This is an optimization exercise on Yosys and OpenROAD, whose aim is a short achievable clock period and few clock cycles, not a production implementation. RTL that was checked went through simulation tests only; none was proved equivalent to the original. Power is estimated from default activity; no workload was simulated.

==> flow/design.v (excerpt) <==
module cpuTop (
	input  logic        clk,
	input  logic        rst,
	input  logic [17:0] wbDatIn,
	input  logic        wbAck,
	output logic [15:0] wbAdr,
	output logic [15:0] wbDatOut,
	output logic        wbWe,
	output logic        wbCyc,
	output logic        wbStb
);
Settings: LEC_CHECK=0, CAP_MARGIN=20, CORE_MARGIN=2, CORE_UTILIZATION=40, CTS_CLUSTER_DIAMETER=60, CTS_CLUSTER_SIZE=24, SLEW_MARGIN=20; clock period 11.0 ns.
standard.sh (not shown) runs the stock make flow with config.mk's settings and CLKGATE_MAP_FILE= SYNTH_SCRIPT=/design/flow/synth_recipe.tcl, a recipe that flattens the netlist after the stock synthesis.
==> flow/flow/run.sh <==
#!/bin/bash
set -euo pipefail
bash standard.sh SETUP_SLACK_MARGIN=7.6 "BUFFER_PORTS_ARGS=-buffer_cell sky130_fd_sc_hd__buf_4" finish > make_finish.log 2>&1
The first run passed the timing, design-rule and antenna checks.
Testbench counts at the start, summed over its fixed seeds: cycles 42,349.
==> next run, changes <==
==> flow/flow/run.sh (replaced) <==
#!/bin/bash
set -euo pipefail
bash standard.sh SETUP_SLACK_MARGIN=8 "BUFFER_PORTS_ARGS=-buffer_cell sky130_fd_sc_hd__buf_4" finish > make_finish.log 2>&1
- CTS_CLUSTER_DIAMETER: 60 -> default
- CTS_CLUSTER_SIZE: 24 -> default
Worst setup slack gains 0.063 ns.
Sequential share of layout area is lower by 2.8 points.
Flip-flop and latch count stays the same.
Cell area is higher by 6.6%.
Routed wire length is higher by 4.7%.
Clock power is higher by 14%.
==> next run, changes <==
- CTS_CLUSTER_DIAMETER: default -> 60
- CTS_CLUSTER_SIZE: default -> 24
After rerunning:
- clock power came out lower by 13%
- count of clock-buffer cells in the layout goes down by 72
- hold slack barely changes
- design area decreases by 0.50%
==> next run, changes <==
- CTS_CLUSTER_DIAMETER: 60 -> 80
- CTS_CLUSTER_SIZE: 24 -> 32
Result: The changed run finished clean. Design area goes down by 1.2%. Die area is unchanged. Non-clock buffer count goes up by 23. Setup slack improves by 0.017 ns. Clock-buffer cell count goes down by 43. Wire length barely changes.

* * *

exp/garnet:
The RTL this note starts from:
==> flow/design.v <==
package isaPkg;
	typedef logic [17:0] instrT;
	typedef logic [15:0] dataT;
	typedef logic [3:0] regSelT;
	typedef logic [3:0] opcodeT;
	typedef struct packed {
		logic low;
		logic negative;
		logic zero;
	} flagsT;
	localparam int NUM_REGS = 16;
	localparam regSelT LINK_REG = 4'd12;
	localparam regSelT SP_REG = 4'd13;
	localparam logic [1:0] TYPE_N = 2'b00;
	localparam opcodeT N_REG_ALU = 4'd0;
	localparam opcodeT N_MEM_REG = 4'd1;
	localparam opcodeT MOVMR = 4'd0;
	localparam opcodeT MOVRM = 4'd1;
	localparam opcodeT ALU_INC = 4'd0;
	localparam opcodeT ALU_DEC = 4'd1;
	localparam opcodeT ADD = 4'd2;
	localparam opcodeT SUB = 4'd3;
	localparam opcodeT AND = 4'd4;
	localparam opcodeT OR = 4'd5;
	localparam opcodeT XOR = 4'd6;
	localparam opcodeT NOT = 4'd7;
	localparam opcodeT LSH = 4'd8;
	localparam opcodeT RSH = 4'd9;
	localparam opcodeT ARSH = 4'd10;
	localparam opcodeT CMP = 4'd11;
	localparam opcodeT MOVR = 4'd12;
	localparam opcodeT MUL = 4'd13;
	localparam opcodeT FMUL = 4'd14;
	localparam opcodeT CALL = 4'd4;
	localparam opcodeT MOVMRI = 4'd5;
	localparam opcodeT MOVRMI = 4'd6;
	localparam opcodeT RET = 4'd7;
	localparam opcodeT JL = 4'd8;
	localparam opcodeT JLE = 4'd9;
	localparam opcodeT JNE = 4'd10;
	localparam opcodeT JE = 4'd11;
	localparam opcodeT POP = 4'd12;
	localparam opcodeT PUSH = 4'd13;
	localparam opcodeT PUSHI = 4'd14;
	localparam opcodeT INCDEC = 4'd15;
	localparam logic [1:0] INCR = 2'd0;
	localparam logic [1:0] DECR = 2'd1;
endpackage
package corePkg;
	typedef enum logic [1:0] {
		ST_FETCH,
		ST_EXEC,
		ST_MEM,
		ST_WB
	} seqStateT;
	typedef enum logic {
		OPB_REG,
		OPB_IMM
	} operandSelT;
	typedef enum logic [1:0] {
		WB_ALU,
		WB_MEM,
		WB_PCLINK
	} wbDataSelT;
	typedef enum logic [1:0] {
		PC_INC,
		PC_JUMP,
		PC_LINK
	} pcSelT;
	typedef enum logic [1:0] {
		ADR_PC,
		ADR_IMM,
		ADR_SRCREG,
		ADR_SP
	} addrSelT;
endpackage
module cpuTop (
	input  logic        clk,
	input  logic        rst,
	input  logic [17:0] wbDatIn,
	input  logic        wbAck,
	output logic [15:0] wbAdr,
	output logic [15:0] wbDatOut,
	output logic        wbWe,
	output logic        wbCyc,
	output logic        wbStb
);
	localparam int CW = 5;             
	localparam int CN = 1 << CW;
	localparam int TW = 16 - CW;
	logic [15:0] regs [16];
	logic fLow, fNeg, fZero;
	logic [15:0] fpc;                  
	logic        fMatch;               
	logic        irV;
	logic [17:0] ir;
	logic [15:0] irPc;
	logic        bFetch, bLoad;        
	logic [3:0]  ldDst;
	logic [CN-1:0] cV;
	logic [TW-1:0] cTag [CN];
	logic [17:0]   cDat [CN];
	assign wbStb = wbCyc;
	logic ack, busFree, ldPend;
	assign ack = wbCyc & wbAck;
	assign busFree = !wbCyc | wbAck;
	assign ldPend = wbCyc & bLoad;
	logic        isN, immForm, isAlu, aluWr, flagWr;
	logic [3:0]  nsub, sop, op, rd, rs, rp, ra;
	logic        isCall, isRet, isJcc, taken, isPush, isPop, isIncDec;
	logic        isLd, isSt, isMovmr, isMovrm, isMovmri, isMovrmi;
	logic [15:0] A, Bs, B, r12, r13, res, sum, aluRes;
	logic [16:0] diff;
	logic [15:0] absAdr, pcInc, npc, memAdr;
	logic        haz, xMem, xGo, mispredict;
	assign isN = ir[17:16] == 2'b00;
	assign nsub = ir[15:12];
	assign sop = ir[17:14];
	assign rd = ir[11:8];
	assign rs = ir[3:0];
	assign rp = ir[13:10];
	assign immForm = isN && nsub[3:1] != 3'b000;
	assign op = immForm ? nsub : ir[7:4];
	assign isAlu = isN && nsub != 4'd1;
	assign aluWr = isAlu && ((op >= 4'd2 && op <= 4'd10) || op == 4'd12);
	assign flagWr = isAlu && (op >= 4'd2 && op <= 4'd11);
	assign isMovmr = isN && nsub == 4'd1 && ir[7:4] == 4'd0;
	assign isMovrm = isN && nsub == 4'd1 && ir[7:4] == 4'd1;
	assign isCall = sop == 4'd4;
	assign isMovmri = sop == 4'd5;
	assign isMovrmi = sop == 4'd6;
	assign isRet = sop == 4'd7;
	assign isJcc = sop[3:2] == 2'b10;
	assign isPop = sop == 4'd12 && rp != 4'd12 && rp != 4'd13;
	assign isPush = sop == 4'd13;
	assign isIncDec = sop == 4'd15 && !ir[13];
	assign isLd = isMovmr || isMovmri || isPop;
	assign isSt = isMovrm || isMovrmi || isPush;
	assign xMem = isLd || isSt;
	assign ra = isPush ? rp : rd;
	assign A = regs[ra];
	assign Bs = regs[rs];
	assign r12 = regs[12];
	assign r13 = regs[13];
	assign B = immForm ? {8'h00, ir[7:0]} : Bs;
	assign sum = A + B;
	assign diff = {1'b0, A} - {1'b0, B};
	always_comb begin
		case (op)
			4'd2: aluRes = sum;
			4'd3, 4'd11: aluRes = diff[15:0];
			4'd4: aluRes = A & B;
			4'd5: aluRes = A | B;
			4'd6: aluRes = A ^ B;
			4'd7: aluRes = ~B;
			4'd8: aluRes = A << B[3:0];
			4'd9: aluRes = A >> B[3:0];
			4'd10: aluRes = 16'($signed(A) >>> B[3:0]);
			default: aluRes = B;
		endcase
	end
	always_comb begin
		case (sop[1:0])
			2'd0: taken = fLow | fNeg;
			2'd1: taken = fLow | fNeg | fZero;
			2'd2: taken = !fZero;
			default: taken = fZero;
		endcase
	end
	assign absAdr = {2'b00, ir[13:0]};
	assign pcInc = irPc + 16'd1;
	assign npc = (isCall || (isJcc && taken)) ? absAdr : isRet ? r12 : pcInc;
	assign memAdr = (isMovmri || isMovrmi) ? absAdr : isPush ? r13 : isPop ? r13 - 16'd1 : Bs;
	assign haz = ldPend && (rd == ldDst || rs == ldDst || rp == ldDst || (!isN && ldDst[3:2] == 2'b11));
	assign xGo = irV && !haz && (!xMem || busFree);
	assign mispredict = xGo && npc != fpc;
	logic [CW-1:0] fIdx;
	logic          hit, fromBus, fDeliver, irFree;
	logic [17:0]   fIns;
	logic [15:0]   pred, fpcInc;
	logic          fetchReq;
	logic [15:0]   fetchAdr;
	assign fIdx = fpc[CW-1:0];
	assign hit = cV[fIdx] && cTag[fIdx] == fpc[15:CW];
	assign fromBus = fMatch & wbAck;
	assign irFree = !irV || xGo;
	assign fDeliver = irFree && !mispredict && (hit || fromBus);
	assign fIns = fromBus ? wbDatIn : cDat[fIdx];
	assign fpcInc = fpc + 16'd1;
	always_comb begin
		if (fIns[17:14] == 4'd4 || fIns[17:16] == 2'b10)
			pred = {2'b00, fIns[13:0]};
		else if (fIns[17:14] == 4'd7)
			pred = r12;
		else
			pred = fpcInc;
	end
	always_comb begin
		fetchReq = 1'b0;
		fetchAdr = fpc;
		if (mispredict) begin
			fetchReq = 1'b1;
			fetchAdr = npc;
		end else if (fDeliver && fromBus) begin
			fetchReq = 1'b1;
			fetchAdr = pred;
		end else if (!fDeliver && !hit && !fMatch) begin
			fetchReq = 1'b1;
		end
	end
	logic stIssue, ldIssue, fIssue;
	assign stIssue = xGo && isSt;
	assign ldIssue = xGo && isLd;
	assign fIssue = busFree && !(xGo && xMem) && fetchReq;
	always_ff @(posedge clk) begin
		if (rst) begin
			wbCyc <= 1'b0;
			wbWe <= 1'b0;
			bFetch <= 1'b0;
			bLoad <= 1'b0;
			fMatch <= 1'b0;
			fpc <= '0;
			irV <= 1'b0;
			fLow <= 1'b0;
			fNeg <= 1'b0;
			fZero <= 1'b0;
			for (int i = 0; i < 16; i++)
				regs[i] <= '0;
			cV <= '0;
		end else begin
			if (ack) begin
				wbCyc <= 1'b0;
				wbWe <= 1'b0;
				bFetch <= 1'b0;
				bLoad <= 1'b0;
			end
			if (xGo && xMem) begin
				wbCyc <= 1'b1;
				wbWe <= isSt;
				bFetch <= 1'b0;
				bLoad <= isLd;
			end else if (fIssue) begin
				wbCyc <= 1'b1;
				wbWe <= 1'b0;
				bFetch <= 1'b1;
				bLoad <= 1'b0;
			end
			if (fIssue)
				fMatch <= 1'b1;
			else if (ack || fDeliver || mispredict)
				fMatch <= 1'b0;
			if (mispredict) begin
				fpc <= npc;
				irV <= 1'b0;
			end else if (fDeliver) begin
				fpc <= pred;
				irV <= 1'b1;
			end else if (xGo) begin
				irV <= 1'b0;
			end
			if (ack && bFetch) begin
				cV[wbAdr[CW-1:0]] <= 1'b1;
			end else if (ack && wbWe) begin
				if (cTag[wbAdr[CW-1:0]] == wbAdr[15:CW])
					cV[wbAdr[CW-1:0]] <= 1'b0;
			end
			if (ack && bLoad)
				regs[ldDst] <= wbDatIn[15:0];
			if (xGo) begin
				if (aluWr)
					regs[rd] <= aluRes;
				if (isIncDec)
					regs[rd] <= ir[12] ? A - 16'd1 : A + 16'd1;
				if (isCall)
					regs[12] <= pcInc;
				if (isPush)
					regs[13] <= r13 + 16'd1;
				if (isPop)
					regs[13] <= r13 - 16'd1;
				if (flagWr) begin
					fLow <= (op == 4'd3 || op == 4'd11) && diff[16];
					fNeg <= aluRes[15];
					fZero <= aluRes == 16'd0;
				end
			end
		end
	end
	always_ff @(posedge clk) begin
		if (xGo && xMem) begin
			wbAdr <= memAdr;
			wbDatOut <= A;
			ldDst <= isPop ? rp : rd;
		end else if (fIssue) begin
			wbAdr <= fetchAdr;
		end
		if (!mispredict && fDeliver) begin
			ir <= fIns;
			irPc <= fpc;
		end
		if (ack && bFetch) begin
			cTag[wbAdr[CW-1:0]] <= wbAdr[15:CW];
			cDat[wbAdr[CW-1:0]] <= wbDatIn;
		end
	end
endmodule
make LEC_CHECK=0 CAP_MARGIN=20 CORE_MARGIN=2 CORE_UTILIZATION=40 SLEW_MARGIN=20 finish   # period 11.0 ns
run.sh (not shown) runs the stock make flow with config.mk's settings and CLKGATE_MAP_FILE= SYNTH_SCRIPT=/design/flow/synth_recipe.tcl, a recipe that flattens the netlist after the stock synthesis.
Stock flow here: none of the scripts above is used.
The inputs of exp/raven differ from those of exp/garnet as listed below.
Settings: putting ABC_CLOCK_PERIOD_IN_PS at 3000 where nothing was set; putting SETUP_SLACK_MARGIN at 5 where nothing was set.
## What came out
Both conditions hold for exp/raven: the flow ran to the end and the final layout passed the timing, design-rule and antenna checks.
The met2 track demand over resource in global routing of exp/raven is higher than that of exp/garnet.
exp/raven gives less number of gates on the worst path with buffers counted than exp/garnet did.
Diff exp/garnet -> exp/raven: slack of the critical path grew by 2.01 ns; relative area change from synthesis to final layout grew by 2.7 points; minimum clock period shrank by 2.01 ns.
exp/raven -> exp/garnet: flip-flop and latch count delta 0, exact match
In terms of share of total power consumed by net switching, exp/garnet and exp/raven differ only marginally.
In the final reports, the cell area of exp/raven is larger than that of exp/garnet.
Changes in exp/quartz relative to exp/raven:
Settings: clearing ABC_CLOCK_PERIOD_IN_PS, which used to be 3000; clearing SETUP_SLACK_MARGIN, which used to be 5.
==> flow/flow/run.sh (new file) <==
#!/bin/bash
set -euo pipefail
bash standard.sh SETUP_SLACK_MARGIN=8 finish > make_finish.log 2>&1
==> flow/standard.sh (new file) <==
#!/bin/bash
# synth_recipe.tcl (not shown) runs the flow's synth.tcl, then flattens the netlist and writes it again
# the make line also repeats each setting of config.mk as NAME=value (left out here)
make -C /OpenROAD-flow-scripts/flow DESIGN_CONFIG=/design/flow/config.mk WORK_HOME=/design/flow/orfs CLKGATE_MAP_FILE= SYNTH_SCRIPT=/design/flow/synth_recipe.tcl "${@:-finish}"
removed: flow/run.sh
exp/raven reports its start-to-end type of the worst setup path as in -> reg while exp/quartz reports reg -> reg.
Final period demand of the worst path came out lower on exp/quartz than on exp/raven.
In the tables for exp/quartz and exp/raven, required time of the critical path reads lower with exp/raven.
In the final reports, the cell area of exp/quartz is larger than that of exp/raven.
No run of this note included a check of the RTL's function; only the layout flow was run.

* * *

JK:
cpuTop, a different RTL version from the one above (not shown whole).
Size: ~1700 flip-flops, ~89000 um2 of cells after synthesis.
==> flow/design.v (excerpt) <==
module cpuTop (
	input  logic        clk,
	input  logic        rst,
	input  logic [17:0] wbDatIn,
	input  logic        wbAck,
	output logic [15:0] wbAdr,
	output logic [15:0] wbDatOut,
	output logic        wbWe,
	output logic        wbCyc,
	output logic        wbStb
);
	logic [15:0] bAdr, bDatOut;
	logic        bWe, bCyc;
	localparam int CW = 5;             
	localparam int CN = 1 << CW;
	localparam int TW = 16 - CW;
	localparam int PW = 16;            
	localparam logic [3:0] OP_ADD = 4'd2;
	localparam logic [3:0] OP_SUB = 4'd3;
	localparam logic [3:0] OP_AND = 4'd4;
	localparam logic [3:0] OP_OR = 4'd5;
	localparam logic [3:0] OP_XOR = 4'd6;
	localparam logic [3:0] OP_NOT = 4'd7;
	localparam logic [3:0] OP_LSH = 4'd8;
	localparam logic [3:0] OP_RSH = 4'd9;
	localparam logic [3:0] OP_ARSH = 4'd10;
	localparam logic [3:0] OP_PASSB = 4'd12;
	logic [15:0] regs [16];
	logic        fLow, fNeg, fZero;
	logic [15:0] fpc;                  
	logic [15:0] pfp;                  
	logic        pcV;                  
	logic [15:0] pcAdr;
	logic [CN-1:0] cV;
	logic [TW-1:0] cTag [CN];
	logic [17:0]   cDat [CN];
	logic [CN-1:0] cJ, cR;             
	logic        dV;
	logic [17:0] dIr;
	logic [15:0] dPc, dPred;
	logic        eV;
	logic [3:0]  eOp;
	logic        eSub, eWr, eFlagWr, eLowSub;
	logic [3:0]  eWIdx;
	logic [15:0] eA, eB, eS;
	logic        eFwdA, eFwdB, eFwdS;
	logic        eLd, eSt;
	logic [1:0]  eAdrSel;
	logic        eJcc, eCall, eRet;
	logic [1:0]  eCond;
	logic [15:0] eTarget, ePcInc, ePred;
	logic        eEqT, eEqI;
	logic [15:0] r1;                   
	logic        r1Wr, r1Flag, r1Low;
	logic [3:0]  r1Idx;
	logic        ldPend;               
	logic [3:0]  ldDst;
	logic        qV, qWe;              
	logic [15:0] qAdr, qDat;
	logic        bFetch, bLoad;        
	assign wbCyc = bCyc;
	assign wbStb = bCyc;
	logic ack, busFree;
	assign ack = bCyc & wbAck;
	assign busFree = !bCyc | wbAck;
	logic [15:0] A, B, S, bOp, res, memAdr, npc, npcZ, npcNZ;
	logic [16:0] sum;
  ...
clock: 11.0 ns
lec_check: 0
cap_margin: 20
core_margin: 2
core_utilization: 40
cts_cluster_diameter: 60
cts_cluster_size: 24
slew_margin: 20
standard.sh (not shown) runs the stock make flow with config.mk's settings and CLKGATE_MAP_FILE= SYNTH_SCRIPT=/design/flow/synth_recipe.tcl, a recipe that flattens the netlist after the stock synthesis.
==> flow/flow/run.sh <==
#!/bin/bash
set -euo pipefail
bash standard.sh SETUP_SLACK_MARGIN=8 "BUFFER_PORTS_ARGS=-buffer_cell sky130_fd_sc_hd__buf_4" finish > make_finish.log 2>&1
Testbench counts of JK, summed over its fixed seeds: cycles 42,196.
The following lists how MS was set up differently from JK:
- a deleted CTS_CLUSTER_DIAMETER that had been 60
- a deleted CTS_CLUSTER_SIZE that had been 24
## What came out
- | power share of the sequential group | higher: JK |
- The run with more routed wire is MS, not JK.
- Post-route total power, JK and MS, lower one = JK.
- Compared with JK, MS shows a sequential share of layout area that is 0.23 points lower.
- Smallest setup slack after layout in MS vs JK: down 23 ps
- The met3 global-route usage in MS sits 1.0 points above the value recorded for JK.
- The part of the total power dissipated in combinational logic of MS is lower than that of JK.
- Across both runs, total number of vias was higher for MS than for JK.
- [diff] post-layout instance area, MS relative to JK: regression

[static timing again, ports no longer ideal]
The flow's constraints put no driver on any port. The routed layouts listed below were extracted and timed again, unchanged, in two steps.
Step 1 sets driving cells, clkbuf_16 on the clock port and buf_2 on the other inputs (assumed; they add their load-dependent delay and slew).
Step 2 adds t to the input delays and takes it off the output delays; t is the mean of the earliest and latest rising clock arrival at the registers after step 1. Input paths then give back, and output paths get back, about the clock's delay inside the block.
Slacks: ideal / step 1 / step 2; pairs: ideal / step 1.
run | t, ns | setup slack, ns | clock arrival spread, ns | worst register clock-pin slew, ns
the first run of note 1 | 0.945 | 7.333 / 7.309 / 6.571 | 0.086 / 0.086 | 0.10 / 0.10
the second run of note 1 | 0.966 | 7.396 / 7.298 / 6.613 | 0.075 / 0.076 | 0.07 / 0.07
the third run of note 1 | 0.950 | 7.379 / 7.301 / 6.592 | 0.055 / 0.055 | 0.09 / 0.09
the fourth run of note 1 | 0.895 | 7.396 / 7.362 / 6.549 | 0.084 / 0.083 | 0.12 / 0.12
exp/garnet | 0.859 | 2.796 / 2.796 / 2.796 | 0.051 / 0.050 | 0.07 / 0.07
exp/raven | 0.861 | 4.803 / 4.803 / 3.942 | 0.052 / 0.053 | 0.07 / 0.07
exp/quartz | 0.861 | 5.240 / 5.240 / 5.240 | 0.034 / 0.033 | 0.07 / 0.07
JK | 0.957 | 7.175 / 7.175 / 6.477 | 0.065 / 0.064 | 0.10 / 0.10
MS | 0.962 | 7.152 / 7.152 / 6.445 | 0.059 / 0.058 | 0.09 / 0.09
After both steps setup and hold are still met in every run listed. For exp/raven, which loses most, drivers alone change the setup slack by 0.000 ns; drivers and shift together by -0.861 ns.
